What follows belongs to an exercise in optimizing a design on an open flow for small area; a production flow would make more cautious choices. Where RTL was checked, it was by simulation tests only, not by an equivalence proof against the original.

==> module alb_scale, before the edit <==
module alb_scale (
    input  logic                       aclk,
    input  logic                       aresetn,
    input  logic                       in_valid,
    output logic                       in_ready,
    input  logic [alb_pkg::SUM_W-1:0]  sum_m10,
    output logic                       out_valid,
    input  logic                       out_ready,
    input  logic [alb_pkg::CFG_W-1:0]  min_level,
    input  logic [alb_pkg::CFG_W-1:0]  max_level,
    output logic [alb_pkg::CFG_W-1:0]  target
);
    function automatic [4:0] div10_step(input [4:0] v);
        case (v)
            5'd10:   div10_step = {1'b1, 4'd0};
            5'd11:   div10_step = {1'b1, 4'd1};
            5'd12:   div10_step = {1'b1, 4'd2};
            5'd13:   div10_step = {1'b1, 4'd3};
            5'd14:   div10_step = {1'b1, 4'd4};
            5'd15:   div10_step = {1'b1, 4'd5};
            5'd16:   div10_step = {1'b1, 4'd6};
            5'd17:   div10_step = {1'b1, 4'd7};
            5'd18:   div10_step = {1'b1, 4'd8};
            5'd19:   div10_step = {1'b1, 4'd9};
            default: div10_step = {1'b0, v[3:0]};
        endcase
    endfunction
    function automatic [13:0] add14(input [13:0] a, input [13:0] b, input cin);
        logic c;
        c = cin;
        for (int i = 0; i < 14; i++) begin
            add14[i] = a[i] ^ b[i] ^ c;
            c        = (a[i] & b[i]) | (a[i] & c) | (b[i] & c);
        end
    endfunction
    logic        va_reg, vp_reg, adv;
    logic [9:0]  a, a_reg;
    logic [3:0]  d;
    logic        crossed;
    logic [13:0] p;
    logic [3:0]  p_hi_reg, p_lo_reg;
    logic        p_ones_reg;
    logic [3:0]  quot;
    assign adv      = !vp_reg || out_ready;
    assign in_ready = adv;
    always_comb begin
        logic [3:0] r;
        logic [4:0] o;
        r = sum_m10[13:10];
        for (int i = 9; i >= 0; i--) begin
            o    = div10_step({r, sum_m10[i]});
            a[i] = o[4];
            r    = o[3:0];
        end
    end
    always_comb begin
        logic b;
        b = 1'b0;
        for (int i = 0; i < 4; i++) begin
            d[i] = max_level[i] ^ min_level[i] ^ b;
            b    = (!max_level[i] & min_level[i]) | (!(max_level[i] ^ min_level[i]) & b);
        end
        crossed = b;
    end
    always_comb begin
        logic [13:0] acc;
        acc = d[0] ? 14'(a_reg) << 1 : 14'(a_reg);
        acc = add14(acc, d[1] ? 14'(a_reg) << 1 : 14'd0, 1'b0);
        acc = add14(acc, d[2] ? 14'(a_reg) << 2 : 14'd0, 1'b0);
        acc = add14(acc, d[3] ? 14'(a_reg) << 3 : 14'd0, 1'b0);
        p   = acc;
    end
    always_comb begin
        logic cc;
        cc = 1'b1;
        for (int i = 0; i < 4; i++) begin
            cc = (p_lo_reg[i] & p_hi_reg[i]) | (p_lo_reg[i] & cc) | (p_hi_reg[i] & cc);
        end
        cc = cc & p_ones_reg;
        for (int i = 0; i < 4; i++) begin
            quot[i] = p_hi_reg[i] ^ cc;
            cc      = cc & p_hi_reg[i];
        end
    end
    always_comb begin
        logic b;
        b = 1'b0;
        for (int i = 0; i < 4; i++) begin
            target[i] = max_level[i] ^ quot[i] ^ b;
            b         = (!max_level[i] & quot[i]) | (!(max_level[i] ^ quot[i]) & b);
        end
    end
    always_ff @(posedge aclk) begin
        if (!aresetn) begin
            va_reg <= 1'b0;
            vp_reg <= 1'b0;
        end else begin
            if (adv) begin
                va_reg <= in_valid;
                vp_reg <= va_reg;
            end
        end
    end
    always_ff @(posedge aclk) begin
        if (adv) begin
            a_reg <= crossed ? 10'h3ff : a;
        end
        if (adv) begin
            p_hi_reg   <= p[13:10];
            p_lo_reg   <= p[3:0];
            p_ones_reg <= &p[9:4];
        end
    end
    assign out_valid = vp_reg;
endmodule
==> module ambient_light_brightness_tracker, before the edit <==
module ambient_light_brightness_tracker (
    input  logic                  aclk,
    input  logic                  aresetn,
    input  logic                  cfg_wr_en,
    input  logic [alb_pkg::CFG_IDX_W-1:0]  cfg_index,
    input  logic [alb_pkg::CFG_W-1:0]      cfg_wdata,
    input  logic                  s_valid,
    output logic                  s_ready,
    input  logic [alb_pkg::SAMPLE_W-1:0]   s_light_sample,
    output logic                  m_valid,
    input  logic                  m_ready,
    output logic signed [alb_pkg::LEVEL_W-1:0] m_level,
    output logic                  m_level_written,
    output logic signed [alb_pkg::LEVEL_W-1:0] m_target_level
);
    logic                        auto_enable;
    logic [alb_pkg::CFG_W-1:0]   manual_level, min_level, max_level;
    logic                        v1, r1, r2, upd;
    logic [alb_pkg::SUM_W-1:0]   sum_m10;
    logic [alb_pkg::CFG_W-1:0]   target, level_reg, level_next;
    logic                        moved;
    always_ff @(posedge aclk) begin
        if (!aresetn) begin
            auto_enable  <= 1'b1;
            manual_level <= 4'd8;
            min_level    <= 4'd0;
            max_level    <= 4'd15;
        end else if (cfg_wr_en) begin
            case (cfg_index)
                2'd0: auto_enable  <= cfg_wdata[0];
                2'd1: manual_level <= cfg_wdata;
                2'd2: min_level    <= cfg_wdata;
                2'd3: max_level    <= cfg_wdata;
                default: ;
            endcase
        end
    end
    assign r1      = r2;
    assign s_ready = r1;
    assign upd     = s_valid && r1 && auto_enable;
    alb_window u_window (
        .aclk      (aclk),
        .aresetn   (aresetn),
        .upd       (upd),
        .in_sample (s_light_sample),
        .sum_m10   (sum_m10)
    );
    alb_scale u_scale (
        .aclk      (aclk),
        .aresetn   (aresetn),
        .in_valid  (v1),
        .in_ready  (r2),
        .sum_m10   (sum_m10),
        .out_valid (m_valid),
        .out_ready (m_ready),
        .min_level (min_level),
        .max_level (max_level),
        .target    (target)
    );
    alb_level u_level (
        .target     (target),
        .level      (level_reg),
        .level_next (level_next),
        .moved      (moved)
    );
    always_ff @(posedge aclk) begin
        if (!aresetn) begin
            v1        <= 1'b0;
            level_reg <= '0;
        end else begin
            if (r1) begin
                v1 <= s_valid;
            end
            if (m_valid && m_ready && auto_enable) begin
                level_reg <= level_next;
            end
        end
    end
    assign m_level         = auto_enable ? {1'b0, level_next} : {1'b0, manual_level};
    assign m_level_written = auto_enable ? moved : 1'b1;
    assign m_target_level  = auto_enable ? {1'b0, target} : 5'd0;
endmodule
export LEC_CHECK = 0
export ABC_AREA = 1
export CAP_MARGIN = 20
export CORE_MARGIN = 2
export CORE_UTILIZATION = 40
export CTS_BUF_LIST = sky130_fd_sc_hd__clkbuf_8
export PLACE_DENSITY = 0.6
export SLEW_MARGIN = 20
create_clock -name core_clock -period 7.0 [get_ports {aclk}]
standard.sh (not shown) runs the stock make flow with config.mk's settings and CLKGATE_MAP_FILE= SYNTH_SCRIPT=/design/flow/synth_recipe.tcl, a recipe that flattens the netlist after the stock synthesis.
==> flow/flow/run.sh <==
#!/bin/bash
# Standard layout, with three changes: ABC maps for area only (flow/abc_area.script
# replaces ORFS's abc_area.script in a copy of the ORFS scripts), the port
# buffers are the smallest buffer, and clock tree synthesis adds no dummy loads.
# Every tool's output goes to a log here.
set -euo pipefail
rm -rf scr
cp -r "$FLOW_HOME/scripts" scr
cp flow/abc_area.script scr/abc_area.script
bash standard.sh SCRIPTS_DIR="$PWD/scr" BUFFER_PORTS_ARGS="-buffer_cell sky130_fd_sc_hd__buf_1" \
    CTS_ARGS="-sink_clustering_enable -repair_clock_nets -buf_list sky130_fd_sc_hd__clkbuf_8 -dont_use_dummy_load" \
    > make_finish.log 2>&1
==> flow/flow/abc_area.script <==
strash
dch
map -a -B 0.9
strash
dch
map -a -B 0.9
topo
Edit:
--- a/flow/design.v
+++ b/flow/design.v
@@ -87,22 +87,24 @@
         c = cin;
         for (int i = 0; i < 14; i++) begin
             add14[i] = a[i] ^ b[i] ^ c;
             c        = (a[i] & b[i]) | (a[i] & c) | (b[i] & c);
         end
     endfunction
-    logic        va_reg, vp_reg, adv;
+    logic        va_reg, vp_reg, ra, rp;
     logic [9:0]  a, a_reg;
+    logic        zero_reg;
     logic [3:0]  d;
     logic        crossed;
     logic [13:0] p;
-    logic [3:0]  p_hi_reg, p_lo_reg;
-    logic        p_ones_reg;
+    logic [3:0]  p_hi_reg;
+    logic        c, c_reg;
     logic [3:0]  quot;
-    assign adv      = !vp_reg || out_ready;
-    assign in_ready = adv;
+    assign rp       = !vp_reg || out_ready;
+    assign ra       = !va_reg || rp;
+    assign in_ready = ra;
     always_comb begin
         logic [3:0] r;
         logic [4:0] o;
         r = sum_m10[13:10];
         for (int i = 9; i >= 0; i--) begin
             o    = div10_step({r, sum_m10[i]});
@@ -128,15 +130,19 @@
         p   = acc;
     end
     always_comb begin
         logic cc;
         cc = 1'b1;
         for (int i = 0; i < 4; i++) begin
-            cc = (p_lo_reg[i] & p_hi_reg[i]) | (p_lo_reg[i] & cc) | (p_hi_reg[i] & cc);
-        end
-        cc = cc & p_ones_reg;
+            cc = (p[i] & p[10+i]) | (p[i] & cc) | (p[10+i] & cc);
+        end
+        c = cc & (&p[9:4]);
+    end
+    always_comb begin
+        logic cc;
+        cc = c_reg;
         for (int i = 0; i < 4; i++) begin
             quot[i] = p_hi_reg[i] ^ cc;
             cc      = cc & p_hi_reg[i];
         end
     end
     always_comb begin
@@ -149,26 +155,28 @@
     end
     always_ff @(posedge aclk) begin
         if (!aresetn) begin
             va_reg <= 1'b0;
             vp_reg <= 1'b0;
         end else begin
-            if (adv) begin
+            if (ra) begin
                 va_reg <= in_valid;
+            end
+            if (rp) begin
                 vp_reg <= va_reg;
             end
         end
     end
     always_ff @(posedge aclk) begin
-        if (adv) begin
-            a_reg <= crossed ? 10'h3ff : a;
-        end
-        if (adv) begin
-            p_hi_reg   <= p[13:10];
-            p_lo_reg   <= p[3:0];
-            p_ones_reg <= &p[9:4];
+        if (in_valid && ra) begin
+            a_reg    <= a;
+            zero_reg <= sum_m10[13] & sum_m10[12];
+        end
+        if (va_reg && rp) begin
+            p_hi_reg <= crossed ? d : (zero_reg ? 4'd0 : p[13:10]);
+            c_reg    <= crossed || (!zero_reg && c);
         end
     end
     assign out_valid = vp_reg;
 endmodule
 module alb_level (
     input  logic [alb_pkg::CFG_W-1:0]  target,
@@ -229,13 +237,13 @@
                 2'd2: min_level    <= cfg_wdata;
                 2'd3: max_level    <= cfg_wdata;
                 default: ;
             endcase
         end
     end
-    assign r1      = r2;
+    assign r1      = !v1 || r2;
     assign s_ready = r1;
     assign upd     = s_valid && r1 && auto_enable;
     alb_window u_window (
         .aclk      (aclk),
         .aresetn   (aresetn),
         .upd       (upd),
Result: Now the flow finished but fails on negative setup slack; global-route usage grows by 0.18 points; critical path depth went up by 6; final area goes up slightly; clock skew goes up by 0.0091 ns; clock-buffer cell count stays the same; synthesized cell count grows slightly; first-iteration DRC count fell by roughly a tenth; wire length went down slightly; die area fell slightly.
Function not checked in the second run of this note: the RTL went through the layout flow alone.

* * *

Another version of the RTL of ambient_light_brightness_tracker (not shown whole).
Size in the first run: ~690 cells after synthesis, ~34 I/O pins, about 0.0077 mm^2 of cells after synthesis.
==> module alb_scale, before the edit <==
module alb_scale (
    input  logic                       aclk,
    input  logic                       aresetn,
    input  logic                       in_valid,
    output logic                       in_ready,
    input  logic [alb_pkg::SUM_W-1:0]  sum_m10,
    output logic                       out_valid,
    input  logic                       out_ready,
    input  logic [alb_pkg::CFG_W-1:0]  min_level,
    input  logic [alb_pkg::CFG_W-1:0]  max_level,
    output logic [alb_pkg::CFG_W-1:0]  target
);
    function automatic [4:0] div10_step(input [4:0] v);
        case (v)
            5'd10:   div10_step = {1'b1, 4'd0};
            5'd11:   div10_step = {1'b1, 4'd1};
            5'd12:   div10_step = {1'b1, 4'd2};
            5'd13:   div10_step = {1'b1, 4'd3};
            5'd14:   div10_step = {1'b1, 4'd4};
            5'd15:   div10_step = {1'b1, 4'd5};
            5'd16:   div10_step = {1'b1, 4'd6};
            5'd17:   div10_step = {1'b1, 4'd7};
            5'd18:   div10_step = {1'b1, 4'd8};
            5'd19:   div10_step = {1'b1, 4'd9};
            default: div10_step = {1'b0, v[3:0]};
        endcase
    endfunction
    function automatic [13:0] add14(input [13:0] a, input [13:0] b, input cin);
        logic c;
        c = cin;
        for (int i = 0; i < 14; i++) begin
            add14[i] = a[i] ^ b[i] ^ c;
            c        = (a[i] & b[i]) | (a[i] & c) | (b[i] & c);
        end
    endfunction
    logic        va_reg, vp_reg, adv;
    logic [9:0]  a, a_reg;
    logic [3:0]  d;
    logic        crossed;
    logic [13:0] p;
    logic [3:0]  p_hi_reg, p_lo_reg;
    logic        p_ones_reg;
    logic        c;
    assign adv      = !vp_reg || out_ready;
    assign in_ready = adv;
    always_comb begin
        logic [3:0] r;
        logic [4:0] o;
        r = sum_m10[13:10];
        for (int i = 9; i >= 0; i--) begin
            o    = div10_step({r, sum_m10[i]});
            a[i] = o[4];
            r    = o[3:0];
        end
    end
    always_comb begin
        logic b;
        b = 1'b0;
        for (int i = 0; i < 4; i++) begin
            d[i] = max_level[i] ^ min_level[i] ^ b;
            b    = (!max_level[i] & min_level[i]) | (!(max_level[i] ^ min_level[i]) & b);
        end
        crossed = b;
    end
    always_comb begin
        logic [13:0] acc;
        acc = d[0] ? 14'(a_reg) << 1 : 14'(a_reg);
        acc = add14(acc, d[1] ? 14'(a_reg) << 1 : 14'd0, 1'b0);
        acc = add14(acc, d[2] ? 14'(a_reg) << 2 : 14'd0, 1'b0);
        acc = add14(acc, d[3] ? 14'(a_reg) << 3 : 14'd0, 1'b0);
        p   = acc;
    end
    always_comb begin
        logic cc;
        cc = 1'b1;
        for (int i = 0; i < 4; i++) begin
            cc = (p_lo_reg[i] & p_hi_reg[i]) | (p_lo_reg[i] & cc) | (p_hi_reg[i] & cc);
        end
        c = cc & p_ones_reg;
    end
    always_comb begin
        logic cc;
        cc = !c;
        for (int i = 0; i < 4; i++) begin
            target[i] = max_level[i] ^ !p_hi_reg[i] ^ cc;
            cc        = (max_level[i] & !p_hi_reg[i]) | (max_level[i] & cc) | (!p_hi_reg[i] & cc);
        end
    end
    always_ff @(posedge aclk) begin
        if (!aresetn) begin
            va_reg <= 1'b0;
            vp_reg <= 1'b0;
        end else begin
            if (adv) begin
                va_reg <= in_valid;
                vp_reg <= va_reg;
            end
        end
    end
    always_ff @(posedge aclk) begin
        if (adv) begin
            a_reg <= crossed ? 10'h3ff : a;
        end
        if (adv) begin
            p_hi_reg   <= p[13:10];
            p_lo_reg   <= p[3:0];
            p_ones_reg <= &p[9:4];
        end
    end
    assign out_valid = vp_reg;
endmodule
export LEC_CHECK = 0
export ABC_AREA = 1
export CAP_MARGIN = 20
export CORE_MARGIN = 2
export CORE_UTILIZATION = 40
export CTS_BUF_LIST = sky130_fd_sc_hd__clkbuf_8
export PLACE_DENSITY = 0.6
export SLEW_MARGIN = 20
create_clock -name core_clock -period 7.0 [get_ports {aclk}]
Scripts as last shown in full above: flow/flow/run.sh, flow/flow/abc_area.script
Then changed:
--- a/flow/design.v
+++ b/flow/design.v
@@ -90,16 +90,18 @@
             c        = (a[i] & b[i]) | (a[i] & c) | (b[i] & c);
         end
     endfunction
-    logic        va_reg, vp_reg, adv;
+    logic        va_reg, vp_reg, ra, rp;
     logic [9:0]  a, a_reg;
+    logic        zero_reg;
     logic [3:0]  d;
     logic        crossed;
     logic [13:0] p;
     logic [3:0]  p_hi_reg, p_lo_reg;
     logic        p_ones_reg;
-    logic        c;
-    assign adv      = !vp_reg || out_ready;
-    assign in_ready = adv;
+    logic [3:0]  quot;
+    assign rp       = !vp_reg || out_ready;
+    assign ra       = !va_reg || rp;
+    assign in_ready = ra;
     always_comb begin
         logic [3:0] r;
         logic [4:0] o;
@@ -133,14 +135,18 @@
         for (int i = 0; i < 4; i++) begin
             cc = (p_lo_reg[i] & p_hi_reg[i]) | (p_lo_reg[i] & cc) | (p_hi_reg[i] & cc);
         end
-        c = cc & p_ones_reg;
-    end
-    always_comb begin
-        logic cc;
-        cc = !c;
-        for (int i = 0; i < 4; i++) begin
-            target[i] = max_level[i] ^ !p_hi_reg[i] ^ cc;
-            cc        = (max_level[i] & !p_hi_reg[i]) | (max_level[i] & cc) | (!p_hi_reg[i] & cc);
+        cc = cc & p_ones_reg;
+        for (int i = 0; i < 4; i++) begin
+            quot[i] = p_hi_reg[i] ^ cc;
+            cc      = cc & p_hi_reg[i];
+        end
+    end
+    always_comb begin
+        logic b;
+        b = 1'b0;
+        for (int i = 0; i < 4; i++) begin
+            target[i] = max_level[i] ^ quot[i] ^ b;
+            b         = (!max_level[i] & quot[i]) | (!(max_level[i] ^ quot[i]) & b);
         end
     end
     always_ff @(posedge aclk) begin
@@ -148,20 +154,23 @@
             va_reg <= 1'b0;
             vp_reg <= 1'b0;
         end else begin
-            if (adv) begin
+            if (ra) begin
                 va_reg <= in_valid;
+            end
+            if (rp) begin
                 vp_reg <= va_reg;
             end
         end
     end
     always_ff @(posedge aclk) begin
-        if (adv) begin
-            a_reg <= crossed ? 10'h3ff : a;
-        end
-        if (adv) begin
-            p_hi_reg   <= p[13:10];
-            p_lo_reg   <= p[3:0];
-            p_ones_reg <= &p[9:4];
+        if (in_valid && ra) begin
+            a_reg    <= a;
+            zero_reg <= sum_m10[13] & sum_m10[12];
+        end
+        if (va_reg && rp) begin
+            p_hi_reg   <= crossed ? d : (zero_reg ? 4'd0 : p[13:10]);
+            p_lo_reg   <= crossed ? 4'hf : p[3:0];
+            p_ones_reg <= crossed || (!zero_reg && (&p[9:4]));
         end
     end
     assign out_valid = vp_reg;
@@ -228,7 +237,7 @@
             endcase
         end
     end
-    assign r1      = r2;
+    assign r1      = !v1 || r2;
     assign s_ready = r1;
     assign upd     = s_valid && r1 && auto_enable;
     alb_window u_window (
Effect:
- via count came out higher by 1.2%
- wire length came out lower by 0.75%
- final cell count came out higher by 2.0%
- sequential share of layout area came out lower by 0.71 points
- final area came out higher by 2.1%
- global-route usage came out lower by 0.17 points
- worst hold slack gains 0.024 ns
- die area came out higher by 1.2%
- clock-buffer cell count is unchanged

==> afterwards: timing with drivers on the ports <==
The flow's constraints put no driver on any port. The routed layouts listed below were extracted and timed again, unchanged, in two steps.
Step 1 (the two cells are an assumption about what drives the block):
set clk [get_ports {aclk}]
set_driving_cell -lib_cell sky130_fd_sc_hd__clkbuf_16 $clk
set_driving_cell -lib_cell sky130_fd_sc_hd__buf_2 [delete_from_list [all_inputs] $clk]
Step 2 times the ports against the registers' clock, not the clock port: input delays grow and output delays shrink by t, the midpoint of the rising clock arrivals with the driver on.
Slacks: ideal ports / drivers / drivers and shift; pairs: ideal ports / drivers.
| run | t, ns | setup slack, ns | pins driven straight from the clock port |
|---|---|---|---|
| the first run of note 1 | 0.459 | 0.065 / 0.065 / -0.147 | 1 |
| the second run of note 1 | 0.476 | -0.078 / -0.078 / -0.214 | 1 |
| the first run of note 2 | 0.478 | 0.169 / 0.169 / -0.184 | 1 |
| the second run of note 2 | 0.473 | 0.229 / 0.229 / -0.077 | 1 |
With both steps, setup timing fails in the first run of note 1, the first run of note 2 and the second run of note 2, where it was met with ideal ports. For the first run of note 2, which loses most, drivers alone change the setup slack by 0.000 ns; drivers and shift together by -0.353 ns.
